This design comes from an exercise in tuning for small area on the open sky130 flow, not from production work.
At most, simulation tests tie the RTL to the original design; equivalence was not proved.
The RTL of runs 1, 3 and 4 was laid out without a check of its function.

===== design/flow/design.v =====
module mtmp_pow_calc (
  input  logic       clk,
  input  logic       rst_n,
  input  logic       in_vld,
  input  logic [9:0] imoy_i_j,
  input  logic [9:0] imoy_ii_jj,
  input  logic [9:0] divisor,
  input  logic [1:0] pow_sel,
  output logic       out_vld,
  output logic [8:0] mtmp,
  output logic       div0
);
  function automatic logic [8:0] sq_hyb12(input logic [8:0] v);
    logic t1;
    logic t2;
    logic t3;
    logic t4;
    logic t5;
    logic t6;
    logic t7;
    logic t8;
    logic t9;
    logic t10;
    logic t11;
    logic t12;
    logic t13;
    logic t14;
    logic t15;
    logic t16;
    logic t17;
    logic t18;
    logic t19;
    logic t20;
    logic t21;
    logic t22;
    logic t23;
    logic t24;
    logic t25;
    logic t26;
    logic t27;
    logic t28;
    logic t29;
    logic t30;
    logic t31;
    logic t32;
    logic t33;
    logic t34;
    logic t35;
    logic t36;
    logic t37;
    logic t38;
    logic t39;
    logic t40;
    logic t41;
    logic t42;
    logic t43;
    logic t44;
    logic t45;
    logic t46;
    logic [17:0] ra, rb, p;
    logic c;
    t1 = (v[0] & v[6]) ^ (v[1] & v[5]);
    t2 = (v[0] & v[6]) & (v[1] & v[5]);
    t3 = (v[0] & v[7]) ^ (v[1] & v[6]);
    t4 = (v[0] & v[7]) & (v[1] & v[6]);
    t5 = (v[0] & v[8]) ^ (v[1] & v[7]) ^ (v[2] & v[6]);
    t6 = ((v[0] & v[8]) & (v[1] & v[7])) | ((v[0] & v[8]) & (v[2] & v[6])) | ((v[1] & v[7]) & (v[2] & v[6]));
    t7 = (v[1] & v[8]) ^ (v[2] & v[7]);
    t8 = (v[1] & v[8]) & (v[2] & v[7]);
    t9 = (v[2] & v[8]) ^ (v[3] & v[7]);
    t10 = (v[2] & v[8]) & (v[3] & v[7]);
    t11 = t1 ^ (v[2] & v[4]);
    t12 = t1 & (v[2] & v[4]);
    t13 = t2 ^ t3 ^ (v[2] & v[5]);
    t14 = (t2 & t3) | (t2 & (v[2] & v[5])) | (t3 & (v[2] & v[5]));
    t15 = t4 ^ t5 ^ (v[3] & v[5]);
    t16 = (t4 & t5) | (t4 & (v[3] & v[5])) | (t5 & (v[3] & v[5]));
    t17 = t6 ^ t7 ^ (v[3] & v[6]);
    t18 = (t6 & t7) | (t6 & (v[3] & v[6])) | (t7 & (v[3] & v[6]));
    t19 = t8 ^ t9 ^ (v[4] & v[6]);
    t20 = (t8 & t9) | (t8 & (v[4] & v[6])) | (t9 & (v[4] & v[6]));
    t21 = t10 ^ (v[3] & v[8]) ^ (v[4] & v[7]);
    t22 = (t10 & (v[3] & v[8])) | (t10 & (v[4] & v[7])) | ((v[3] & v[8]) & (v[4] & v[7]));
    t23 = (v[4] & v[8]) ^ (v[5] & v[7]);
    t24 = (v[4] & v[8]) & (v[5] & v[7]);
    t25 = (v[0] & v[4]) ^ (v[1] & v[3]);
    t26 = (v[0] & v[4]) & (v[1] & v[3]);
    t27 = (v[0] & v[5]) ^ (v[1] & v[4]) ^ (v[3] & ~v[2]);
    t28 = ((v[0] & v[5]) & (v[1] & v[4])) | ((v[0] & v[5]) & (v[3] & ~v[2])) | ((v[1] & v[4]) & (v[3] & ~v[2]));
    t29 = t11 ^ (v[2] & v[3]) ^ 1'b1;
    t30 = (t11 & (v[2] & v[3])) | (t11 & 1'b1) | ((v[2] & v[3]) & 1'b1);
    t31 = t12 ^ t13 ^ (v[4] & ~v[3]);
    t32 = (t12 & t13) | (t12 & (v[4] & ~v[3])) | (t13 & (v[4] & ~v[3]));
    t33 = t14 ^ t15 ^ (v[3] & v[4]);
    t34 = (t14 & t15) | (t14 & (v[3] & v[4])) | (t15 & (v[3] & v[4]));
    t35 = t16 ^ t17 ^ (v[5] & ~v[4]);
    t36 = (t16 & t17) | (t16 & (v[5] & ~v[4])) | (t17 & (v[5] & ~v[4]));
    t37 = t18 ^ t19 ^ (v[4] & v[5]);
    t38 = (t18 & t19) | (t18 & (v[4] & v[5])) | (t19 & (v[4] & v[5]));
    t39 = t20 ^ t21 ^ (v[6] & ~v[5]);
    t40 = (t20 & t21) | (t20 & (v[6] & ~v[5])) | (t21 & (v[6] & ~v[5]));
    t41 = t22 ^ t23 ^ (v[5] & v[6]);
    t42 = (t22 & t23) | (t22 & (v[5] & v[6])) | (t23 & (v[5] & v[6]));
    t43 = t24 ^ (v[5] & v[8]) ^ (v[7] & ~v[6]);
    t44 = (t24 & (v[5] & v[8])) | (t24 & (v[7] & ~v[6])) | ((v[5] & v[8]) & (v[7] & ~v[6]));
    t45 = (v[6] & v[8]) ^ (v[6] & v[7]);
    t46 = (v[6] & v[8]) & (v[6] & v[7]);
    ra = {(v[7] & v[8]), t46, t44, t42, t40, t38, t36, t34, t32, t30, t28, t26, t25, (v[0] & v[3]), (v[0] & v[2]), (v[1] & ~v[0]), 1'b0, v[0]};
    rb = {1'b0, (v[8] & ~v[7]), t45, t43, t41, t39, t37, t35, t33, t31, t29, t27, (v[1] & v[2]), (v[2] & ~v[1]), (v[0] & v[1]), 1'b0, 1'b0, 1'b0};
    c = 1'b0;
    for (int i = 0; i < 12; i++) begin
      p[i] = ra[i] ^ rb[i] ^ c;
      c = (ra[i] & rb[i]) | (ra[i] & c) | (rb[i] & c);
    end
    p[17:12] = ra[17:12] + rb[17:12] + {5'd0, c};
    sq_hyb12 = (v >= 9'd362) ? 9'h1ff : p[16:8];
  endfunction
  function automatic logic [8:0] sq_hyb8(input logic [8:0] v);
    logic t1;
    logic t2;
    logic t3;
    logic t4;
    logic t5;
    logic t6;
    logic t7;
    logic t8;
    logic t9;
    logic t10;
    logic t11;
    logic t12;
    logic t13;
    logic t14;
    logic t15;
    logic t16;
    logic t17;
    logic t18;
    logic t19;
    logic t20;
    logic t21;
    logic t22;
    logic t23;
    logic t24;
    logic t25;
    logic t26;
    logic t27;
    logic t28;
    logic t29;
    logic t30;
    logic t31;
    logic t32;
    logic t33;
    logic t34;
    logic t35;
    logic t36;
    logic t37;
    logic t38;
    logic t39;
    logic t40;
    logic t41;
    logic t42;
    logic t43;
    logic t44;
    logic t45;
    logic t46;
    logic [17:0] ra, rb, p;
    logic c;
    t1 = (v[0] & v[6]) ^ (v[1] & v[5]);
    t2 = (v[0] & v[6]) & (v[1] & v[5]);
    t3 = (v[0] & v[7]) ^ (v[1] & v[6]);
    t4 = (v[0] & v[7]) & (v[1] & v[6]);
    t5 = (v[0] & v[8]) ^ (v[1] & v[7]) ^ (v[2] & v[6]);
    t6 = ((v[0] & v[8]) & (v[1] & v[7])) | ((v[0] & v[8]) & (v[2] & v[6])) | ((v[1] & v[7]) & (v[2] & v[6]));
    t7 = (v[1] & v[8]) ^ (v[2] & v[7]);
    t8 = (v[1] & v[8]) & (v[2] & v[7]);
    t9 = (v[2] & v[8]) ^ (v[3] & v[7]);
    t10 = (v[2] & v[8]) & (v[3] & v[7]);
    t11 = t1 ^ (v[2] & v[4]);
    t12 = t1 & (v[2] & v[4]);
    t13 = t2 ^ t3 ^ (v[2] & v[5]);
    t14 = (t2 & t3) | (t2 & (v[2] & v[5])) | (t3 & (v[2] & v[5]));
    t15 = t4 ^ t5 ^ (v[3] & v[5]);
    t16 = (t4 & t5) | (t4 & (v[3] & v[5])) | (t5 & (v[3] & v[5]));
    t17 = t6 ^ t7 ^ (v[3] & v[6]);
    t18 = (t6 & t7) | (t6 & (v[3] & v[6])) | (t7 & (v[3] & v[6]));
    t19 = t8 ^ t9 ^ (v[4] & v[6]);
    t20 = (t8 & t9) | (t8 & (v[4] & v[6])) | (t9 & (v[4] & v[6]));
    t21 = t10 ^ (v[3] & v[8]) ^ (v[4] & v[7]);
    t22 = (t10 & (v[3] & v[8])) | (t10 & (v[4] & v[7])) | ((v[3] & v[8]) & (v[4] & v[7]));
    t23 = (v[4] & v[8]) ^ (v[5] & v[7]);
    t24 = (v[4] & v[8]) & (v[5] & v[7]);
    t25 = (v[0] & v[4]) ^ (v[1] & v[3]);
    t26 = (v[0] & v[4]) & (v[1] & v[3]);
    t27 = (v[0] & v[5]) ^ (v[1] & v[4]) ^ (v[3] & ~v[2]);
    t28 = ((v[0] & v[5]) & (v[1] & v[4])) | ((v[0] & v[5]) & (v[3] & ~v[2])) | ((v[1] & v[4]) & (v[3] & ~v[2]));
    t29 = t11 ^ (v[2] & v[3]) ^ 1'b1;
    t30 = (t11 & (v[2] & v[3])) | (t11 & 1'b1) | ((v[2] & v[3]) & 1'b1);
    t31 = t12 ^ t13 ^ (v[4] & ~v[3]);
    t32 = (t12 & t13) | (t12 & (v[4] & ~v[3])) | (t13 & (v[4] & ~v[3]));
    t33 = t14 ^ t15 ^ (v[3] & v[4]);
    t34 = (t14 & t15) | (t14 & (v[3] & v[4])) | (t15 & (v[3] & v[4]));
    t35 = t16 ^ t17 ^ (v[5] & ~v[4]);
    t36 = (t16 & t17) | (t16 & (v[5] & ~v[4])) | (t17 & (v[5] & ~v[4]));
    t37 = t18 ^ t19 ^ (v[4] & v[5]);
    t38 = (t18 & t19) | (t18 & (v[4] & v[5])) | (t19 & (v[4] & v[5]));
    t39 = t20 ^ t21 ^ (v[6] & ~v[5]);
    t40 = (t20 & t21) | (t20 & (v[6] & ~v[5])) | (t21 & (v[6] & ~v[5]));
    t41 = t22 ^ t23 ^ (v[5] & v[6]);
    t42 = (t22 & t23) | (t22 & (v[5] & v[6])) | (t23 & (v[5] & v[6]));
    t43 = t24 ^ (v[5] & v[8]) ^ (v[7] & ~v[6]);
    t44 = (t24 & (v[5] & v[8])) | (t24 & (v[7] & ~v[6])) | ((v[5] & v[8]) & (v[7] & ~v[6]));
    t45 = (v[6] & v[8]) ^ (v[6] & v[7]);
    t46 = (v[6] & v[8]) & (v[6] & v[7]);
    ra = {(v[7] & v[8]), t46, t44, t42, t40, t38, t36, t34, t32, t30, t28, t26, t25, (v[0] & v[3]), (v[0] & v[2]), (v[1] & ~v[0]), 1'b0, v[0]};
    rb = {1'b0, (v[8] & ~v[7]), t45, t43, t41, t39, t37, t35, t33, t31, t29, t27, (v[1] & v[2]), (v[2] & ~v[1]), (v[0] & v[1]), 1'b0, 1'b0, 1'b0};
    c = 1'b0;
    for (int i = 0; i < 8; i++) begin
      p[i] = ra[i] ^ rb[i] ^ c;
      c = (ra[i] & rb[i]) | (ra[i] & c) | (rb[i] & c);
    end
    p[17:8] = ra[17:8] + rb[17:8] + {9'd0, c};
    sq_hyb8 = (v >= 9'd362) ? 9'h1ff : p[16:8];
  endfunction
  function automatic logic [10:0] step_bk(input logic [9:0] r, input logic [9:0] ndv);
    logic [10:0] t, nb, s, c;
    logic [11:0] d;
    logic q;
    logic [10:0] g, p; logic [18:1] cg, cp;
    t = {r, 1'b0};
    nb = {1'b1, ndv};
    g = t & nb; p = t ^ nb;
    cg[1] = g[0] | (p[0] & 1'b1); cp[1] = p[0] & 1'b0;
    cg[2] = g[2] | (p[2] & g[1]); cp[2] = p[2] & p[1];
    cg[3] = g[4] | (p[4] & g[3]); cp[3] = p[4] & p[3];
    cg[4] = g[6] | (p[6] & g[5]); cp[4] = p[6] & p[5];
    cg[5] = g[8] | (p[8] & g[7]); cp[5] = p[8] & p[7];
    cg[6] = g[10] | (p[10] & g[9]); cp[6] = p[10] & p[9];
    cg[7] = cg[2] | (cp[2] & cg[1]); cp[7] = cp[2] & cp[1];
    cg[8] = cg[4] | (cp[4] & cg[3]); cp[8] = cp[4] & cp[3];
    cg[9] = cg[6] | (cp[6] & cg[5]); cp[9] = cp[6] & cp[5];
    cg[10] = cg[8] | (cp[8] & cg[7]); cp[10] = cp[8] & cp[7];
    cg[11] = cg[9] | (cp[9] & cg[10]); cp[11] = cp[9] & cp[10];
    cg[12] = cg[3] | (cp[3] & cg[7]); cp[12] = cp[3] & cp[7];
    cg[13] = cg[5] | (cp[5] & cg[10]); cp[13] = cp[5] & cp[10];
    cg[14] = g[1] | (p[1] & cg[1]); cp[14] = p[1] & cp[1];
    cg[15] = g[3] | (p[3] & cg[7]); cp[15] = p[3] & cp[7];
    cg[16] = g[5] | (p[5] & cg[12]); cp[16] = p[5] & cp[12];
    cg[17] = g[7] | (p[7] & cg[10]); cp[17] = p[7] & cp[10];
    cg[18] = g[9] | (p[9] & cg[13]); cp[18] = p[9] & cp[13];
    c[0] = 1'b1;
    c[1] = cg[1];
    c[2] = cg[14];
    c[3] = cg[7];
    c[4] = cg[15];
    c[5] = cg[12];
    c[6] = cg[16];
    c[7] = cg[10];
    c[8] = cg[17];
    c[9] = cg[13];
    c[10] = cg[18];
    q = cg[11];
    s = p ^ c;
    step_bk = {q, q ? s[9:0] : t[9:0]};
  endfunction
  logic [10:0] dsub_s0;
  logic [11:0] sub8_s0;
  logic [12:0] ssat_s0;
  logic [9:0] d_s0;
  logic sat_s0;
  logic [9:0] r8_s0;
  logic q8_s0;
  logic [10:0] st7_s0;
  logic q7_s0;
  logic [9:0] r7_s0;
  logic [9:0] ndv_q_s1;
  logic [1:0] ps_q_s1;
  logic sat_q_s1;
  logic [9:0] r_q_s1;
  logic q8_q_s1;
  logic q7_q_s1;
  logic [10:0] st6_s1;
  logic q6_s1;
  logic [9:0] r6_s1;
  logic [10:0] st5_s1;
  logic q5_s1;
  logic [9:0] r5_s1;
  logic [10:0] st4_s1;
  logic q4_s1;
  logic [9:0] r4_s1;
  logic [9:0] ndv_q_s2;
  logic [1:0] ps_q_s2;
  logic sat_q_s2;
  logic [9:0] r_q_s2;
  logic q8_q_s2;
  logic q7_q_s2;
  logic q6_q_s2;
  logic q5_q_s2;
  logic q4_q_s2;
  logic [10:0] st3_s2;
  logic q3_s2;
  logic [9:0] r3_s2;
  logic [10:0] st2_s2;
  logic q2_s2;
  logic [9:0] r2_s2;
  logic [10:0] st1_s2;
  logic q1_s2;
  logic [9:0] r1_s2;
  logic [10:0] st0_s2;
  logic q0_s2;
  logic z_s2;
  logic [8:0] x0_s2;
  logic [8:0] x_q_s3;
  logic [1:0] ps_q_s3;
  logic z_q_s3;
  logic [8:0] x1_s3;
  logic [8:0] x_q_s4;
  logic [1:0] ps_q_s4;
  logic z_q_s4;
  logic [8:0] x2_s4;
  logic p3_s4;
  logic [8:0] x_q_s5;
  logic z_q_s5;
  logic p3_q_s5;
  logic [8:0] x3_s5;
  logic [4:0] vld_q;
  assign dsub_s0 = {1'b0, imoy_i_j} - {1'b0, imoy_ii_jj};
  assign sub8_s0 = {2'b0, imoy_i_j} - {2'b0, imoy_ii_jj} - {2'b0, divisor};
  assign ssat_s0 = {3'b0, imoy_i_j} - {3'b0, imoy_ii_jj} - {2'b0, divisor, 1'b0};
  assign d_s0 = dsub_s0[10] ? 10'd0 : dsub_s0[9:0];
  assign sat_s0 = ~ssat_s0[12] | (divisor == 10'd0);
  assign q8_s0 = ~sub8_s0[11];
  assign r8_s0 = q8_s0 ? sub8_s0[9:0] : d_s0;
  assign st7_s0 = step_bk(r8_s0, ~divisor);
  assign q7_s0 = st7_s0[10];
  assign r7_s0 = st7_s0[9:0];
  assign st6_s1 = step_bk(r_q_s1, ndv_q_s1);
  assign q6_s1 = st6_s1[10];
  assign r6_s1 = st6_s1[9:0];
  assign st5_s1 = step_bk(r6_s1, ndv_q_s1);
  assign q5_s1 = st5_s1[10];
  assign r5_s1 = st5_s1[9:0];
  assign st4_s1 = step_bk(r5_s1, ndv_q_s1);
  assign q4_s1 = st4_s1[10];
  assign r4_s1 = st4_s1[9:0];
  assign st3_s2 = step_bk(r_q_s2, ndv_q_s2);
  assign q3_s2 = st3_s2[10];
  assign r3_s2 = st3_s2[9:0];
  assign st2_s2 = step_bk(r3_s2, ndv_q_s2);
  assign q2_s2 = st2_s2[10];
  assign r2_s2 = st2_s2[9:0];
  assign st1_s2 = step_bk(r2_s2, ndv_q_s2);
  assign q1_s2 = st1_s2[10];
  assign r1_s2 = st1_s2[9:0];
  assign st0_s2 = step_bk(r1_s2, ndv_q_s2);
  assign q0_s2 = st0_s2[10];
  assign z_s2 = &ndv_q_s2;
  assign x0_s2 = sat_q_s2 ? 9'h1ff : {q8_q_s2, q7_q_s2, q6_q_s2, q5_q_s2, q4_q_s2, q3_s2, q2_s2, q1_s2, q0_s2};
  assign x1_s3 = (ps_q_s3 != 2'd0) ? sq_hyb12(x_q_s3) : x_q_s3;
  assign x2_s4 = ps_q_s4[1] ? sq_hyb12(x_q_s4) : x_q_s4;
  assign p3_s4 = &ps_q_s4;
  assign x3_s5 = p3_q_s5 ? sq_hyb8(x_q_s5) : x_q_s5;
  always_ff @(posedge clk or negedge rst_n)
    if (!rst_n) vld_q <= '0;
    else vld_q <= {vld_q[3:0], in_vld};
  always_ff @(posedge clk) begin
    ndv_q_s1 <= ~divisor;
    ps_q_s1 <= pow_sel;
    sat_q_s1 <= sat_s0;
    r_q_s1 <= r7_s0;
    q8_q_s1 <= q8_s0;
    q7_q_s1 <= q7_s0;
    ndv_q_s2 <= ndv_q_s1;
    ps_q_s2 <= ps_q_s1;
    sat_q_s2 <= sat_q_s1;
    r_q_s2 <= r4_s1;
    q8_q_s2 <= q8_q_s1;
    q7_q_s2 <= q7_q_s1;
    q6_q_s2 <= q6_s1;
    q5_q_s2 <= q5_s1;
    q4_q_s2 <= q4_s1;
    x_q_s3 <= x0_s2;
    ps_q_s3 <= ps_q_s2;
    z_q_s3 <= z_s2;
    x_q_s4 <= x1_s3;
    ps_q_s4 <= ps_q_s3;
    z_q_s4 <= z_q_s3;
    x_q_s5 <= x2_s4;
    z_q_s5 <= z_q_s4;
    p3_q_s5 <= p3_s4;
  end
  assign out_vld = vld_q[4];
  assign mtmp    = x3_s5;
  assign div0    = z_q_s5;
endmodule

===== design/flow/flow/run.sh =====
#!/bin/bash
# The standard layout, with the port buffers made from the smallest plain buffer cell
# instead of the delay buffer buffer_ports picks by default, and a clock tree of clkbuf_8
# cells in clusters of at most 10 flip-flops, without dummy loads. Everything else is unchanged.
set -euo pipefail
bash standard.sh \
  "BUFFER_PORTS_ARGS=-buffer_cell sky130_fd_sc_hd__buf_1" \
  "CTS_ARGS=-sink_clustering_enable -repair_clock_nets -dont_use_dummy_load -buf_list sky130_fd_sc_hd__clkbuf_8 -root_buf sky130_fd_sc_hd__clkbuf_8 -sink_clustering_buffer sky130_fd_sc_hd__clkbuf_8 -sink_clustering_size 10" \
  finish > standard.log 2>&1

===== design/flow/standard.sh =====
#!/bin/bash
# synth_recipe.tcl (not shown) runs the flow's synth.tcl, then flattens the netlist and writes it again
# the make line also repeats each setting of config.mk as NAME=value (left out here)
make -C /OpenROAD-flow-scripts/flow DESIGN_CONFIG=/design/flow/config.mk WORK_HOME=/design/flow/orfs CLKGATE_MAP_FILE= SYNTH_SCRIPT=/design/flow/synth_recipe.tcl "${@:-finish}"

===== design/flow/config.mk =====
export PLATFORM = sky130hd
export DESIGN_NAME = mtmp_pow_calc
export DESIGN_NICKNAME = mtmp_pow_calc
export VERILOG_FILES = /design/flow/design.v
export SDC_FILE = /design/flow/constraint.sdc
export NUM_CORES = 4
export LEC_CHECK = 0
export CAP_MARGIN = 20
export CORE_MARGIN = 2
export CORE_UTILIZATION = 55
export SLEW_MARGIN = 20

===== design/flow/constraint.sdc =====
create_clock -name core_clock -period 7.0 [get_ports {clk}]
set_input_delay 1.4000 -clock core_clock [delete_from_list [all_inputs] [get_ports {clk}]]
set_output_delay 1.4000 -clock core_clock [all_outputs]
set_load 0.01 [all_outputs]

==> results_dict.tcl, run 1 <==
set metrics [dict create \
    netlist-cell-type-count 68 \
    cpMostUsedCell "ha_1" \
    grt_pass1_vias 7210 \
    drv_slew 0 \
    synth_mux_area_frac 0.0566 \
    period_share 0.948 \
    final_nets 1376 \
    ioPinCount 46 \
    syn_nets 1328 \
    async_flop_share 0.0538 \
    core_mm2 0.0178 \
    tightest_slew_ps 718 \
    synth.area.top_cells "dfxtp_1, ha_1, fa_1" \
    grt_pass1_wl_mm 33.7 \
    drc 0 \
    relSlewSlack 0.516 \
    synth_cells 1071 \
    hold_end "z_q_s4" \
    synth_area_per_cell_um2 9.23 \
    seq_area_frac_synth 0.191 \
    yosysTopAreaCell "dfxtp_1" \
    slowest_delay_ps 420 \
    vias 7313 \
    ys_warn_count 1 \
    min_path_type "flop to flop" \
    grt.total_usage 0.210 \
    whs_ps 333 \
    drt-initial-drc-count 340 \
    final_cell_mix "ha_1, inv_1, dfxtp_1" \
    multi_input_area_mm2 0.00747 \
    post_drt_via_cell_ratio 5.43 \
    postCtsHoldBufs 0 \
    final-setup-viol-count 0 \
    synth_top_area_frac 0.178 \
    die_w_um 138 \
    start_util 0.556 \
    root_buffer "clkbuf_8" \
    arrival_ps 6880 \
    critPathRequiredTime_ps 7250 \
    synth_fa_ha_area_frac 0.349 \
    final_common_cell "ha_1" \
    timing.rr.start "ndv_q_s2[4]" \
    clock_latency_ps 380 \
    crit_slowest_cell "fa_1" \
    globalplace.congestion 0.823 \
    regArea_mm2 0.00189 \
    rows 49 \
    min-delay-start "z_q_s3" \
    synthesis.area_mm2 0.00988 \
    clk_pin_slew_ps 80 \
    die-area_mm2 0.0191 \
    ys_ff_latch 93 \
    cts_buffer_depth 2 \
    wirelength_mm 19.1 \
    antenna_found_initial 0 \
    ant_nets 0 \
    outcome "timing/DRC/antenna clean" \
    critPathLaunchType "flop" \
    whs_path_depth 0 \
    crit_path_end_kind "flop" \
    synthFlopType "dfxtp_1" \
    max-cap-violations 0 \
    crit_type "flop to flop" \
    firstDrtPassIters 7 \
    diodes 0 \
    synth-simple-area-share 0.153 \
    num-fill-cells 1666 \
    cts_tree "built" \
    synth_xor_xnor_area_share 0.0514 \
    tns_ps 0 \
    finalHoldViolCount 0 \
    cts_sinks 93 \
    numCtsBuffers 9 \
    grt_max_degree 18 \
    syn_to_final_growth_pct 6.48 \
    fin_worst_skew_ps 28.2 \
    max_freq_mhz 151 \
    routedWlPerCell_um 14.2 \
    htreeDepth 3 \
    crit_fanout 6 \
    portBuffers 45 \
    r2r-end "x_q_s3[0]" \
    reg2regPathDepth 29 \
    fin_crit_ps 6640 \
    die_h_um 138 \
    synth_top_family_by_area "adder cells" \
    synth_edf_count 0 \
    grt-ovfl-total 0 \
    synth_compound_area_frac 0.142 \
    final_util 0.592 \
    drive_above_1_share 0.0761 \
    hpwlAfterDp_mm 15.9 \
    regToRegSetupSlack_ps 360 \
]
==> cells in the mapped netlist (4+ instances only) <==
library cell / instances
a31oi_1: 4
ha_1: 140
nand4_1: 4
o21bai_1: 4
mux2_2: 21
nor2_1: 60
mux2_4: 8
a21oi_1: 64
xnor2_1: 39
and2_1: 78
o21a_1: 13
o22a_1: 18
mux2i_1: 18
a211oi_1: 6
nor3_1: 18
clkbuf_1: 22
a21o_1: 28
fa_1: 82
or3_1: 8
dfxtp_1: 88
nand2_1: 61
o21ai_0: 23
o211ai_1: 9
nor2b_1: 17
nand3_1: 8
inv_1: 115
dfrtp_1: 5
or2_2: 9
xor2_1: 19
o31ai_1: 4
maj3_1: 6
a21boi_0: 4
nand2b_1: 13
buf_2: 5
==> layer usage <==
metal / part of all wire / GRT usage / wire [um] / vias up
li1: - / - / - / 3739
met5: 0 / 0 / 0 / -
met1: 0.49 / 0.292 / 9440 / 3493
met4: 0.010 / 0.0462 / 193 / 0
met2: 0.48 / 0.350 / 9100 / 65
met3: 0.020 / 0.0312 / 391 / 16
==> critical path, delay by kind of cell (launching register included) <==
kind,cells,cell delay (ps)
and+or+nand+nor,7,770
DFF,1,360
AOI/OAI and AO/OA,15,3090
muxes,2,590
adders and majority gates,5,1700
==> registers in the layout, summed over array words and instances, names as in the netlist, 5 cells and up <==
name	flops
ndv_q_s1	10
x_q_s3	9
r_q_s1	10
vld_q	5
r_q_s2	10
x_q_s5	9
x_q_s4	9
ndv_q_s2	10
==> cell type report <==
| cell class | count | area share |
|---|---|---|
| multi-input cells | 834 | 0.710 |
| flip-flops and latches | 93 | 0.179 |
| inverters | 115 | 0.0410 |
| repair buffers | 66 | 0.0310 |
| well taps | 229 | 0.0272 |
| clock buffers | 9 | 0.0118 |
==> kinds of logic after synthesis <==
kind of cell | count (synthesis)
mux | 49
simple gates | 291
xor+xnor | 58
fa+ha+maj | 228
flops | 93
compound gates | 208
buf+inv | 144
==> worst max path at each step <==
stage / from / endpoint / slack, ps / depth (start not counted)
global placement: imoy_i_j[0] / r_q_s1[4] / 200 / 25
CTS: ndv_q_s2[4] / x_q_s3[0] / 60 / 28
finish: ndv_q_s2[4] / x_q_s3[0] / 360 / 29
detailed placement: ndv_q_s2[4] / x_q_s3[0] / 80 / 28
floorplan: ndv_q_s2[4] / x_q_s3[0] / 490 / 29
global route: ndv_q_s2[4] / x_q_s3[0] / -7 / 29
==> stage by stage <==
stage                     std cells  cell area (um^2)  setup slack [ps]
after floorplan                1071              9880               492
after global placement         1335             10400               204
after detailed placement       1335             10400              80.3
after CTS                      1344             10500              59.4
after global routing           1346             10500             -7.15
final                          1346             10500               361
==> timing repair <==
item	in CTS	in global routing
setup buffers	0	2
endpoints found under the setup margin	0	1
gates resized for setup	0	9
==> run 2, diff against run 1 <==
--- a/design/flow/design.v
+++ b/design/flow/design.v
@@ -325,9 +325,9 @@
   assign dsub_s0 = {1'b0, imoy_i_j} - {1'b0, imoy_ii_jj};
   assign sub8_s0 = {2'b0, imoy_i_j} - {2'b0, imoy_ii_jj} - {2'b0, divisor};
-  assign ssat_s0 = {3'b0, imoy_i_j} - {3'b0, imoy_ii_jj} - {2'b0, divisor, 1'b0};
   assign d_s0 = dsub_s0[10] ? 10'd0 : dsub_s0[9:0];
-  assign sat_s0 = ~ssat_s0[12] | (divisor == 10'd0);
   assign q8_s0 = ~sub8_s0[11];
   assign r8_s0 = q8_s0 ? sub8_s0[9:0] : d_s0;
+  assign ssat_s0 = {3'b0, imoy_i_j} - {3'b0, imoy_ii_jj} - {2'b0, divisor, 1'b0};
+  assign sat_s0 = ~ssat_s0[12] | (divisor == 10'd0);
   assign st7_s0 = step_bk(r8_s0, ~divisor);
   assign q7_s0 = st7_s0[10];
==> run 2 against run 1 <==
  * Setup slack is the same
  * Highest routed layer unchanged
  * Still clean on timing, DRC and antenna
  * Fmax is the same
  * Wire length is the same
==> results_dict.tcl, run 2 <==
set metrics [dict create \
    rows 49 \
    max_freq_mhz 151 \
    core_mm2 0.0178 \
    num-fill-cells 1666 \
    die_h_um 138 \
    synth_top_area_frac 0.178 \
    regToRegSetupSlack_ps 360 \
    cts_tree "built" \
    final_cell_mix "ha_1, inv_1, dfxtp_1" \
    clk_pin_slew_ps 80 \
    root_buffer "clkbuf_8" \
    vias 7313 \
    fin_worst_skew_ps 28.2 \
    fin_crit_ps 6640 \
    synth_edf_count 0 \
    globalplace.congestion 0.823 \
    cpMostUsedCell "ha_1" \
    crit_type "flop to flop" \
    post_drt_via_cell_ratio 5.43 \
    drive_above_1_share 0.0761 \
    finalHoldViolCount 0 \
    crit_fanout 6 \
    grt_max_degree 18 \
    drc 0 \
    grt_pass1_wl_mm 33.7 \
    die-area_mm2 0.0191 \
    critPathLaunchType "flop" \
    min_path_type "flop to flop" \
    hpwlAfterDp_mm 15.9 \
    critPathRequiredTime_ps 7250 \
    yosysTopAreaCell "dfxtp_1" \
    period_share 0.948 \
    yosysMostFrequentCell "ha_1" \
    synth.area.top_cells "dfxtp_1, ha_1, fa_1" \
    endpoint "x_q_s3[0]" \
    wirelength_mm 19.1 \
    startpoint "ndv_q_s2[4]" \
    arrival_ps 6880 \
    grt_pass1_vias 7210 \
    crit_path_end_kind "flop" \
    ioPinCount 46 \
    slowest_delay_ps 420 \
    r2r-end "x_q_s3[0]" \
    start_util 0.556 \
    final-setup-viol-count 0 \
    crit_slowest_cell "fa_1" \
    cts_buffer_depth 2 \
    postCtsHoldBufs 0 \
    final_nets 1376 \
    cts_sinks 93 \
    die_w_um 138 \
    synth_area_per_cell_um2 9.23 \
    syn_nets 1328 \
    diodes 0 \
    synth_cells 1071 \
    grt-ovfl-total 0 \
    timing.rr.start "ndv_q_s2[4]" \
    drv_slew 0 \
    yosys-top-cells-count "ha_1, inv_1, dfxtp_1" \
    netlist-cell-type-count 68 \
    outcome "timing/DRC/antenna clean" \
    drt-initial-drc-count 340 \
    grt.total_usage 0.210 \
    final_common_cell "ha_1" \
    ys_warn_count 1 \
    ant_nets 0 \
    place_ws_ps 80.3 \
    firstDrtPassIters 7 \
    htreeDepth 3 \
    relSlewSlack 0.516 \
    syn_to_final_growth_pct 6.48 \
    clock_latency_ps 380 \
    synthesis.area_mm2 0.00988 \
    ys_ff_latch 93 \
    tightest_slew_ps 718 \
    antenna_found_initial 0 \
    seq_area_frac_synth 0.191 \
    setup_ws_ps 361 \
    routedWlPerCell_um 14.2 \
    synthFlopType "dfxtp_1" \
    async_flop_share 0.0538 \
    max-cap-violations 0 \
    numCtsBuffers 9 \
    reg2regPathDepth 29 \
    portBuffers 45 \
]
[run 2: cell counts in the layout (fill, tap and decap cells not counted)]
No cell type changed its count.
[run 2: worst min-delay path by stage]
stage | from | endpoint | slack [ps] | cells past startpoint
CTS | z_q_s3 | z_q_s4 | 340 | 0
global placement | z_q_s4 | z_q_s5 | 310 | 0
global route | z_q_s3 | z_q_s4 | 340 | 0
detailed placement | z_q_s4 | z_q_s5 | 310 | 0
floorplan | ps_q_s1[0] | ps_q_s2[0] | 310 | 0
finish | z_q_s3 | z_q_s4 | 330 | 0
[run 2: area by class of cell]
| class | count | area, um^2 | share of cell area |
|---|---|---|---|
| multi-input cells | 834 | 7470 | 0.710 |
| flip-flops and latches | 93 | 1890 | 0.179 |
| inverters | 115 | 432 | 0.0410 |
| repair buffers | 66 | 327 | 0.0310 |
| well taps | 229 | 287 | 0.0272 |
| clock buffers | 9 | 124 | 0.0118 |
[run 2: kinds of logic (layout without fill, tap and decap cells)]
logic type / after synthesis / after routing / synth area share
flops: 93 / 93 / 0.191
compound gates: 208 / 208 / 0.142
simple gates: 291 / 291 / 0.153
buf+inv: 144 / 190 / 0.0561
fa+ha+maj: 228 / 228 / 0.349
mux: 49 / 49 / 0.0566
xor+xnor: 58 / 58 / 0.0514
[run 2: critical path: cells and delay by family (launching register included)]
kind	cells	cell delay, ps
muxes	2	590
DFF	1	360
AOI/OAI and AO/OA	15	3090
and+or+nand+nor	7	770
adders and majority gates	5	1700
[run 2: what timing repair did]
action                     in CTS  in global routing
resized for setup               0                  9
setup endpoints to repair       0                  1
buffers inserted                0                  2
[run 2: routing by layer]
| layer | global-route usage | up-vias | routed length (um) |
|---|---|---|---|
| li1 | - | 3739 | - |
| met1 | 0.292 | 3493 | 9440 |
| met2 | 0.350 | 65 | 9100 |
| met3 | 0.0312 | 16 | 391 |
| met4 | 0.0462 | 0 | 193 |
| met5 | 0 | - | 0 |
[run 2: per-stage QoR]
stage	cells	hold slack (ps)	util	instance area, um^2	setup TNS [ps]
after detailed placement	1335	313	0.583	10400	0
after global routing	1346	341	0.592	10500	-7.15
after CTS	1344	338	0.590	10500	0
after floorplan	1071	310	-	9880	0
after global placement	1335	310	0.583	10400	0
final	1346	333	0.592	10500	0
==> run 3, diff against run 2 <==
--- a/design/flow/design.v
+++ b/design/flow/design.v
@@ -325,9 +325,9 @@
   assign dsub_s0 = {1'b0, imoy_i_j} - {1'b0, imoy_ii_jj};
   assign sub8_s0 = {2'b0, imoy_i_j} - {2'b0, imoy_ii_jj} - {2'b0, divisor};
+  assign ssat_s0 = {3'b0, imoy_i_j} - {3'b0, imoy_ii_jj} - {2'b0, divisor, 1'b0};
   assign d_s0 = dsub_s0[10] ? 10'd0 : dsub_s0[9:0];
+  assign sat_s0 = ~ssat_s0[12] | (divisor == 10'd0);
   assign q8_s0 = ~sub8_s0[11];
   assign r8_s0 = q8_s0 ? sub8_s0[9:0] : d_s0;
-  assign ssat_s0 = {3'b0, imoy_i_j} - {3'b0, imoy_ii_jj} - {2'b0, divisor, 1'b0};
-  assign sat_s0 = ~ssat_s0[12] | (divisor == 10'd0);
   assign st7_s0 = step_bk(r8_s0, ~divisor);
   assign q7_s0 = st7_s0[10];
==> design/flow/flow/run.sh (replaced) <==
#!/bin/bash
# The standard layout, with the port buffers made from the smallest plain buffer cell
# instead of the delay buffer buffer_ports picks by default, and a clock tree of clkbuf_16
# cells in clusters of up to 30 flip-flops, without dummy loads. Everything else is unchanged.
set -euo pipefail
bash standard.sh \
  "BUFFER_PORTS_ARGS=-buffer_cell sky130_fd_sc_hd__buf_1" \
  "CTS_ARGS=-sink_clustering_enable -repair_clock_nets -dont_use_dummy_load -buf_list sky130_fd_sc_hd__clkbuf_16 -root_buf sky130_fd_sc_hd__clkbuf_16 -sink_clustering_buffer sky130_fd_sc_hd__clkbuf_16 -sink_clustering_size 30" \
  finish > standard.log 2>&1
--- a/design/flow/config.mk
+++ b/design/flow/config.mk
@@ -8,4 +8,4 @@
 export CAP_MARGIN = 20
 export CORE_MARGIN = 2
-export CORE_UTILIZATION = 55
+export CORE_UTILIZATION = 60
 export SLEW_MARGIN = 20
==> run 3 against run 2 <==
  * Clock skew shrank 10 ps
  * Area after synthesis stayed put
  * Clock-buffer cell count unchanged
  * Final cell count decreased by 1.4%
  * Flip-flop and latch count unchanged
  * Sequential share of layout area decreased by 0.083 points
  * Non-clock buffer count fell by 6
  * Wire length decreased by 1.4%
  * Die area decreased by 8.1%
  * Register-to-register slack gained 90 ps
==> results_dict.tcl, run 3 <==
set metrics [dict create \
    outcome "timing/DRC/antenna clean" \
    arrival_ps 6830 \
    portBuffers 45 \
    num-fill-cells 1397 \
    hpwlAfterDp_mm 15.5 \
    vias 7202 \
    regArea_mm2 0.00189 \
    die_h_um 132 \
    clk_pin_slew_ps 50 \
    rsz0062_at_grt "no" \
    r2r-end "x_q_s3[0]" \
    ys_warn_count 1 \
    routedWlPerCell_um 14.2 \
    regToRegSetupSlack_ps 450 \
    whs_ps 331 \
    drc 0 \
    crit_fanout 11 \
    drv_slew 0 \
    min-delay-start "ps_q_s2[0]" \
    htreeDepth 3 \
    firstDrtPassIters 6 \
    clock_latency_ps 350 \
    drt-initial-drc-count 380 \
    syn_to_final_growth_pct 6.98 \
    fin_crit_ps 6620 \
    globalplace.congestion 0.814 \
    multi_input_area_mm2 0.00748 \
    syn_nets 1328 \
    grt_max_degree 18 \
    crit_path_end_kind "flop" \
    grt_pass1_wl_mm 33.2 \
    final_cell_mix "ha_1, inv_1, dfxtp_1" \
    ys_ff_latch 93 \
    synthFlopType "dfxtp_1" \
    max_freq_mhz 151 \
    ant_nets 0 \
    synth_top_area_frac 0.178 \
    grt.total_usage 0.227 \
    core_mm2 0.0160 \
    die_w_um 132 \
    die-area_mm2 0.0175 \
    async_flop_share 0.0538 \
    finalHoldViolCount 0 \
    postCtsSetupBuffers 0 \
    ioPinCount 46 \
    grt_pass1_vias 7087 \
    synth.area.top_cells "dfxtp_1, ha_1, fa_1" \
    yosysTopAreaCell "dfxtp_1" \
    rows 46 \
    diodes 0 \
    final_nets 1370 \
    post_drt_via_cell_ratio 5.43 \
    grt-ovfl-total 0 \
    seq_area_frac_synth 0.191 \
    synth_area_per_cell_um2 9.23 \
    synth_cells 1071 \
    final-setup-viol-count 0 \
    antenna_found_initial 0 \
    final_common_cell "ha_1" \
    drive_above_1_share 0.0720 \
    min_path_type "flop to flop" \
    start_util 0.618 \
    whs_path_depth 0 \
    netlist-cell-type-count 68 \
    synthesis.area_mm2 0.00988 \
    crit_type "primary input to flop" \
    hold_end "ps_q_s3[0]" \
    tightest_slew_ps 981 \
    yosysMostFrequentCell "ha_1" \
    fin_worst_skew_ps 17.9 \
    synth_edf_count 0 \
    critPathRequiredTime_ps 7220 \
    reg2regPathDepth 29 \
    numCtsBuffers 9 \
    wirelength_mm 18.9 \
    critPathLaunchType "primary input" \
    cts_sinks 93 \
    root_buffer "clkbuf_16" \
    timing.rr.start "ndv_q_s2[4]" \
    period_share 0.945 \
    relSlewSlack 0.344 \
    cts_buffer_depth 2 \
    cts_tree "built" \
    max-cap-violations 0 \
    final_util 0.661 \
    yosys-top-cells-count "ha_1, inv_1, dfxtp_1" \
]
## run 3: through the flow
step | std cells | setup slack [ps] | setup TNS (ps) | instance area, um^2
after floorplan | 1071 | 492 | 0 | 9880
after global placement | 1318 | 89.1 | 0 | 10300
after detailed placement | 1318 | -42.1 | -42.1 | 10300
after CTS | 1327 | 37.6 | 0 | 10500
after global routing | 1327 | 0.180 | 0 | 10600
final | 1327 | 383 | 0 | 10600
## run 3: kinds of logic after synthesis
family | Yosys count | synth area share
AOI/OAI and AO/OA | 208 | 0.142
xor gates and xnor gates | 58 | 0.0514
and+or+nand+nor | 291 | 0.153
buffers and inverters | 144 | 0.0561
adders and majority gates | 228 | 0.349
DFF | 93 | 0.191
muxes | 49 | 0.0566
## run 3: worst max-delay path, cell delays in order
cell and delay (ps):
buf_1 70, inv_1 40, ha_1 150, inv_1 50, fa_1 400, a21o_1 190, a211o_1 300, a21oi_1 230
xnor2_1 160, ha_1 350, o21ai_0 90, a211oi_1 370, o211ai_1 190, nor2b_1 210, buf_4 210, or2_2 280
a21oi_1 200, ha_1 290, a21o_1 190, a31oi_1 240, a21oi_1 170, a41o_1 300, nor3_1 150, buf_4 230
mux2_2 360
## run 3: how the worst max path moves through the flow
stage                            from         to  slack (ps)
after floorplan           ndv_q_s2[4]  x_q_s3[0]         490
after global placement    imoy_i_j[0]  r_q_s1[4]          90
after detailed placement  ndv_q_s2[4]  x_q_s3[0]         -40
after CTS                 ndv_q_s2[4]  x_q_s3[0]          40
after global routing      ndv_q_s2[4]  x_q_s3[0]         0.2
final                     imoy_i_j[0]  r_q_s1[4]         380
## run 3: timing repair
| action | in CTS | in global routing |
|---|---|---|
| pin swaps | 0 | 1 |
| setup endpoints to repair | 1 | 1 |
| hold buffers | 0 | 0 |
| resized for setup | 1 | 7 |
## run 3: metal layers
layer / vias to the layer above / GRT usage / wire length, um
met4: 0 / 0.0281 / 89
met2: 57 / 0.372 / 8720
met3: 9 / 0.0404 / 393
li1: 3733 / - / -
met5: - / 0 / 0
met1: 3403 / 0.324 / 9670
## run 3: layout make-up
| class | count | share of cell area |
|---|---|---|
| multi-input combinational | 834 | 0.707 |
| inverter | 115 | 0.0408 |
| tap | 216 | 0.0256 |
| sequential | 93 | 0.179 |
| timing repair buffer | 60 | 0.0266 |
| clock buffer | 9 | 0.0213 |
==> run 4, diff against run 3 <==
--- a/design/flow/design.v
+++ b/design/flow/design.v
@@ -11,5 +11,5 @@
   output logic       div0
 );
-  function automatic logic [8:0] sq_hyb12(input logic [8:0] v);
+  function automatic logic [8:0] sq_hyb12t(input logic [8:0] v);
     logic t1;
     logic t2;
@@ -106,6 +106,6 @@
     t45 = (v[6] & v[8]) ^ (v[6] & v[7]);
     t46 = (v[6] & v[8]) & (v[6] & v[7]);
-    ra = {(v[7] & v[8]), t46, t44, t42, t40, t38, t36, t34, t32, t30, t28, t26, t25, (v[0] & v[3]), (v[0] & v[2]), (v[1] & ~v[0]), 1'b0, v[0]};
-    rb = {1'b0, (v[8] & ~v[7]), t45, t43, t41, t39, t37, t35, t33, t31, t29, t27, (v[1] & v[2]), (v[2] & ~v[1]), (v[0] & v[1]), 1'b0, 1'b0, 1'b0};
+    ra = {1'b0, t46, t44, t42, t40, t38, t36, t34, t32, t30, t28, t26, t25, (v[0] & v[3]), (v[0] & v[2]), (v[1] & ~v[0]), 1'b0, v[0]};
+    rb = {1'b0, v[8], t45, t43, t41, t39, t37, t35, t33, t31, t29, t27, (v[1] & v[2]), (v[2] & ~v[1]), (v[0] & v[1]), 1'b0, 1'b0, 1'b0};
     c = 1'b0;
     for (int i = 0; i < 12; i++) begin
@@ -114,7 +114,7 @@
     end
     p[17:12] = ra[17:12] + rb[17:12] + {5'd0, c};
-    sq_hyb12 = (v >= 9'd362) ? 9'h1ff : p[16:8];
+    sq_hyb12t = (v >= 9'd362) ? 9'h1ff : p[16:8];
   endfunction
-  function automatic logic [8:0] sq_hyb8(input logic [8:0] v);
+  function automatic logic [8:0] sq_hyb8t(input logic [8:0] v);
     logic t1;
     logic t2;
@@ -211,6 +211,6 @@
     t45 = (v[6] & v[8]) ^ (v[6] & v[7]);
     t46 = (v[6] & v[8]) & (v[6] & v[7]);
-    ra = {(v[7] & v[8]), t46, t44, t42, t40, t38, t36, t34, t32, t30, t28, t26, t25, (v[0] & v[3]), (v[0] & v[2]), (v[1] & ~v[0]), 1'b0, v[0]};
-    rb = {1'b0, (v[8] & ~v[7]), t45, t43, t41, t39, t37, t35, t33, t31, t29, t27, (v[1] & v[2]), (v[2] & ~v[1]), (v[0] & v[1]), 1'b0, 1'b0, 1'b0};
+    ra = {1'b0, t46, t44, t42, t40, t38, t36, t34, t32, t30, t28, t26, t25, (v[0] & v[3]), (v[0] & v[2]), (v[1] & ~v[0]), 1'b0, v[0]};
+    rb = {1'b0, v[8], t45, t43, t41, t39, t37, t35, t33, t31, t29, t27, (v[1] & v[2]), (v[2] & ~v[1]), (v[0] & v[1]), 1'b0, 1'b0, 1'b0};
     c = 1'b0;
     for (int i = 0; i < 8; i++) begin
@@ -219,5 +219,5 @@
     end
     p[17:8] = ra[17:8] + rb[17:8] + {9'd0, c};
-    sq_hyb8 = (v >= 9'd362) ? 9'h1ff : p[16:8];
+    sq_hyb8t = (v >= 9'd362) ? 9'h1ff : p[16:8];
   endfunction
   function automatic logic [10:0] step_bk(input logic [9:0] r, input logic [9:0] ndv);
@@ -325,9 +325,9 @@
   assign dsub_s0 = {1'b0, imoy_i_j} - {1'b0, imoy_ii_jj};
   assign sub8_s0 = {2'b0, imoy_i_j} - {2'b0, imoy_ii_jj} - {2'b0, divisor};
-  assign ssat_s0 = {3'b0, imoy_i_j} - {3'b0, imoy_ii_jj} - {2'b0, divisor, 1'b0};
   assign d_s0 = dsub_s0[10] ? 10'd0 : dsub_s0[9:0];
-  assign sat_s0 = ~ssat_s0[12] | (divisor == 10'd0);
   assign q8_s0 = ~sub8_s0[11];
   assign r8_s0 = q8_s0 ? sub8_s0[9:0] : d_s0;
+  assign ssat_s0 = {3'b0, imoy_i_j} - {3'b0, imoy_ii_jj} - {2'b0, divisor, 1'b0};
+  assign sat_s0 = ~ssat_s0[12] | (divisor == 10'd0);
   assign st7_s0 = step_bk(r8_s0, ~divisor);
   assign q7_s0 = st7_s0[10];
@@ -355,8 +355,8 @@
   assign z_s2 = &ndv_q_s2;
   assign x0_s2 = sat_q_s2 ? 9'h1ff : {q8_q_s2, q7_q_s2, q6_q_s2, q5_q_s2, q4_q_s2, q3_s2, q2_s2, q1_s2, q0_s2};
-  assign x1_s3 = (ps_q_s3 != 2'd0) ? sq_hyb12(x_q_s3) : x_q_s3;
-  assign x2_s4 = ps_q_s4[1] ? sq_hyb12(x_q_s4) : x_q_s4;
+  assign x1_s3 = (ps_q_s3 != 2'd0) ? sq_hyb12t(x_q_s3) : x_q_s3;
+  assign x2_s4 = ps_q_s4[1] ? sq_hyb12t(x_q_s4) : x_q_s4;
   assign p3_s4 = &ps_q_s4;
-  assign x3_s5 = p3_q_s5 ? sq_hyb8(x_q_s5) : x_q_s5;
+  assign x3_s5 = p3_q_s5 ? sq_hyb8t(x_q_s5) : x_q_s5;
   always_ff @(posedge clk or negedge rst_n)
     if (!rst_n) vld_q <= '0;
==> design/flow/flow/run.sh (replaced) <==
#!/bin/bash
# The standard layout, with the port buffers made from the smallest plain buffer cell
# instead of the delay buffer buffer_ports picks by default, and a clock tree of clkbuf_8
# cells in clusters of at most 10 flip-flops, without dummy loads. Everything else is unchanged.
set -euo pipefail
bash standard.sh \
  "BUFFER_PORTS_ARGS=-buffer_cell sky130_fd_sc_hd__buf_1" \
  "CTS_ARGS=-sink_clustering_enable -repair_clock_nets -dont_use_dummy_load -buf_list sky130_fd_sc_hd__clkbuf_8 -root_buf sky130_fd_sc_hd__clkbuf_8 -sink_clustering_buffer sky130_fd_sc_hd__clkbuf_8 -sink_clustering_size 10" \
  finish > standard.log 2>&1
--- a/design/flow/config.mk
+++ b/design/flow/config.mk
@@ -8,4 +8,4 @@
 export CAP_MARGIN = 20
 export CORE_MARGIN = 2
-export CORE_UTILIZATION = 60
+export CORE_UTILIZATION = 55
 export SLEW_MARGIN = 20
==> run 4 against run 3 <==
  * First-iteration DRC count down 29%
  * Synthesized cell count down 0.65%
  * Highest routed layer unchanged
  * Largest cell class unchanged
==> results_dict.tcl, run 4 <==
set metrics [dict create \
    ys_warn_count 1 \
    seq_area_frac_synth 0.191 \
    drv_slew 0 \
    final_cell_mix "ha_1, inv_1, dfxtp_1" \
    clk_pin_slew_ps 80 \
    htreeDepth 3 \
    ioPinCount 46 \
    drc 0 \
    synth.area.top_cells "dfxtp_1, ha_1, fa_1" \
    clock_latency_ps 370 \
    yosysMostFrequentCell "ha_1" \
    diodes 0 \
    yosys-top-cells-count "ha_1, inv_1, dfxtp_1" \
    crit_type "flop to flop" \
    regToRegSetupSlack_ps 270 \
    cpMostUsedCell "ha_1" \
    cts_buffer_depth 2 \
    synthesis.area_mm2 0.00986 \
    post_drt_via_cell_ratio 5.44 \
    grt-ovfl-total 0 \
    synth_edf_count 0 \
    final_nets 1386 \
    relSlewSlack 0.466 \
    vias 7350 \
    synth-simple-area-share 0.149 \
    final_common_cell "ha_1" \
    die-area_mm2 0.0190 \
    wirelength_mm 19.3 \
    yosysTopAreaCell "dfxtp_1" \
    synth_top_family_by_area "adder cells" \
    tns_ps 0 \
    crit_slowest_cell "or4b_4" \
    regArea_mm2 0.00189 \
    hpwlAfterDp_mm 16.1 \
    final_cells 1352 \
    ant_nets 0 \
    synth_mux_area_frac 0.0552 \
    portBuffers 45 \
    synth_cells 1064 \
    routedWlPerCell_um 14.3 \
    synth_fa_ha_area_frac 0.350 \
    setup_ws_ps 274 \
    tightest_slew_ps 792 \
    drt-initial-drc-count 270 \
    synth_area_per_cell_um2 9.27 \
    start_util 0.566 \
    postCtsHoldBufs 0 \
    numCtsBuffers 9 \
    netlist-cell-type-count 67 \
    synth_top_area_frac 0.179 \
    synth_compound_area_frac 0.148 \
    synth_xor_xnor_area_share 0.0506 \
    max_freq_mhz 149 \
    async_flop_share 0.0538 \
    syn_to_final_growth_pct 8.71 \
    cts_tree "built" \
    cts_sinks 93 \
    grt_pass1_vias 7237 \
    slowest_delay_ps 560 \
    outcome "timing/DRC/antenna clean" \
    final-setup-viol-count 0 \
    rows 48 \
    globalplace.congestion 0.808 \
    root_buffer "clkbuf_8" \
    crit_path_end_kind "flop" \
    multi_input_area_mm2 0.00753 \
    fin_worst_skew_ps 23.1 \
    placed_cells 1342 \
    core_mm2 0.0174 \
    critPathLaunchType "flop" \
    ys_ff_latch 93 \
    firstDrtPassIters 4 \
    period_share 0.961 \
    synthFlopType "dfxtp_1" \
    crit_fanout 6 \
    critPathRequiredTime_ps 7240 \
    place_ws_ps -147 \
    grt_pass1_wl_mm 33.6 \
    fin_crit_ps 6730 \
    arrival_ps 6960 \
    finalHoldViolCount 0 \
    die_w_um 138 \
    antenna_found_initial 0 \
    num-fill-cells 1612 \
    drive_above_1_share 0.0976 \
    syn_nets 1321 \
    whs_ps 329 \
    grt.total_usage 0.220 \
    min_path_type "flop to flop" \
    die_h_um 138 \
    max-cap-violations 0 \
    grt_max_degree 16 \
]
==> run 4: path summary, 6_finish.rpt <==
check | from | endpoint | cells past startpoint
max in group asynchronous | rst_n | vld_q[0] | 1
min in group asynchronous | rst_n | vld_q[4] | 1
worst max-delay path | r_q_s2[0] | x_q_s3[0] | 30
worst min-delay path | sat_q_s1 | sat_q_s2 | 0
worst min register to register | sat_q_s1 | sat_q_s2 | 0
worst max register to register | r_q_s2[0] | x_q_s3[0] | 30
==> run 4: through the flow <==
| step | utilization | area (um^2) |
|---|---|---|
| detailed placement | 0.602 | 10500 |
| finish | 0.616 | 10700 |
| global placement | 0.602 | 10500 |
| floorplan | - | 9860 |
| global route | 0.616 | 10700 |
| CTS | 0.610 | 10600 |
==> run 4: cell families (layout without fill, tap and decap cells) <==
| family | after synthesis | count (layout) |
|---|---|---|
| AND/OR/NAND/NOR | 275 | 275 |
| adder cells (fa/ha/maj) | 228 | 228 |
| AO/OA/AOI/OAI | 217 | 217 |
| buffers and inverters | 144 | 207 |
| flip-flops | 93 | 93 |
| XOR/XNOR | 57 | 57 |
| multiplexers | 50 | 50 |
==> run 4: timing repair <==
item                                    CTS  global route
resized for setup                         3            21
endpoints found under the setup margin    1             9
setup buffers                             0             1
pin swaps                                 0             6
==> run 4: worst max-delay path: cells and delay by family (launching register included) <==
family          cells  cell delay [ps]
compound gates     13             2210
simple gates        8             1630
fa+ha+maj           4             1130
mux                 3             1010
flops               1              320
buf+inv             2              310
==> run 4: layer usage <==
layer / vias to the layer above / wire length (um) / global-route usage
met5: - / 0 / 0
met1: 3511 / 9950 / 0.313
li1: 3770 / - / -
met3: 10 / 365 / 0.0300
met2: 59 / 8820 / 0.359
met4: 0 / 192 / 0.0454
==> run 4: area by class of cell <==
cell class	count	area share
multi-input cells	827	0.702
flip-flops and latches	93	0.176
repair buffers	82	0.0435
inverters	116	0.0406
well taps	225	0.0263
clock buffers	9	0.0116

-- separate check: timing with driven ports --
The flow's constraints put no driver on any port. The routed layouts listed below were extracted and timed again, unchanged, in two steps. Step 1 (the two cells are an assumption about what drives the block):
set clk [get_ports {clk}]
set_driving_cell -lib_cell sky130_fd_sc_hd__clkbuf_16 $clk
set_driving_cell -lib_cell sky130_fd_sc_hd__buf_2 [delete_from_list [all_inputs] $clk]
Step 2 moves the port delays by t, midway between the first and last clock arrival at a register: inputs arrive t later, outputs are due t later. That takes back most of the time a late clock gives input paths. a / b / c = ideal / step 1 / step 2; a / b = the first two.
run	t, ns	setup WS [ns]	hold slack, ns	clock arrival spread, ns	worst slew at a driven data input, ns
run 1	0.400	0.361 / 0.361 / -0.012	0.333 / 0.333 / 0.333	0.033 / 0.034	0.04
run 2	0.400	0.361 / 0.361 / -0.012	0.333 / 0.333 / 0.333	0.033 / 0.034	0.04
run 3	0.376	0.383 / 0.403 / 0.027	0.331 / 0.331 / 0.331	0.019 / 0.018	0.03
run 4	0.399	0.274 / 0.274 / 0.250	0.329 / 0.329 / 0.329	0.024 / 0.023	0.05
With both steps, setup timing fails in run 1 and run 2, where it was met with ideal ports.
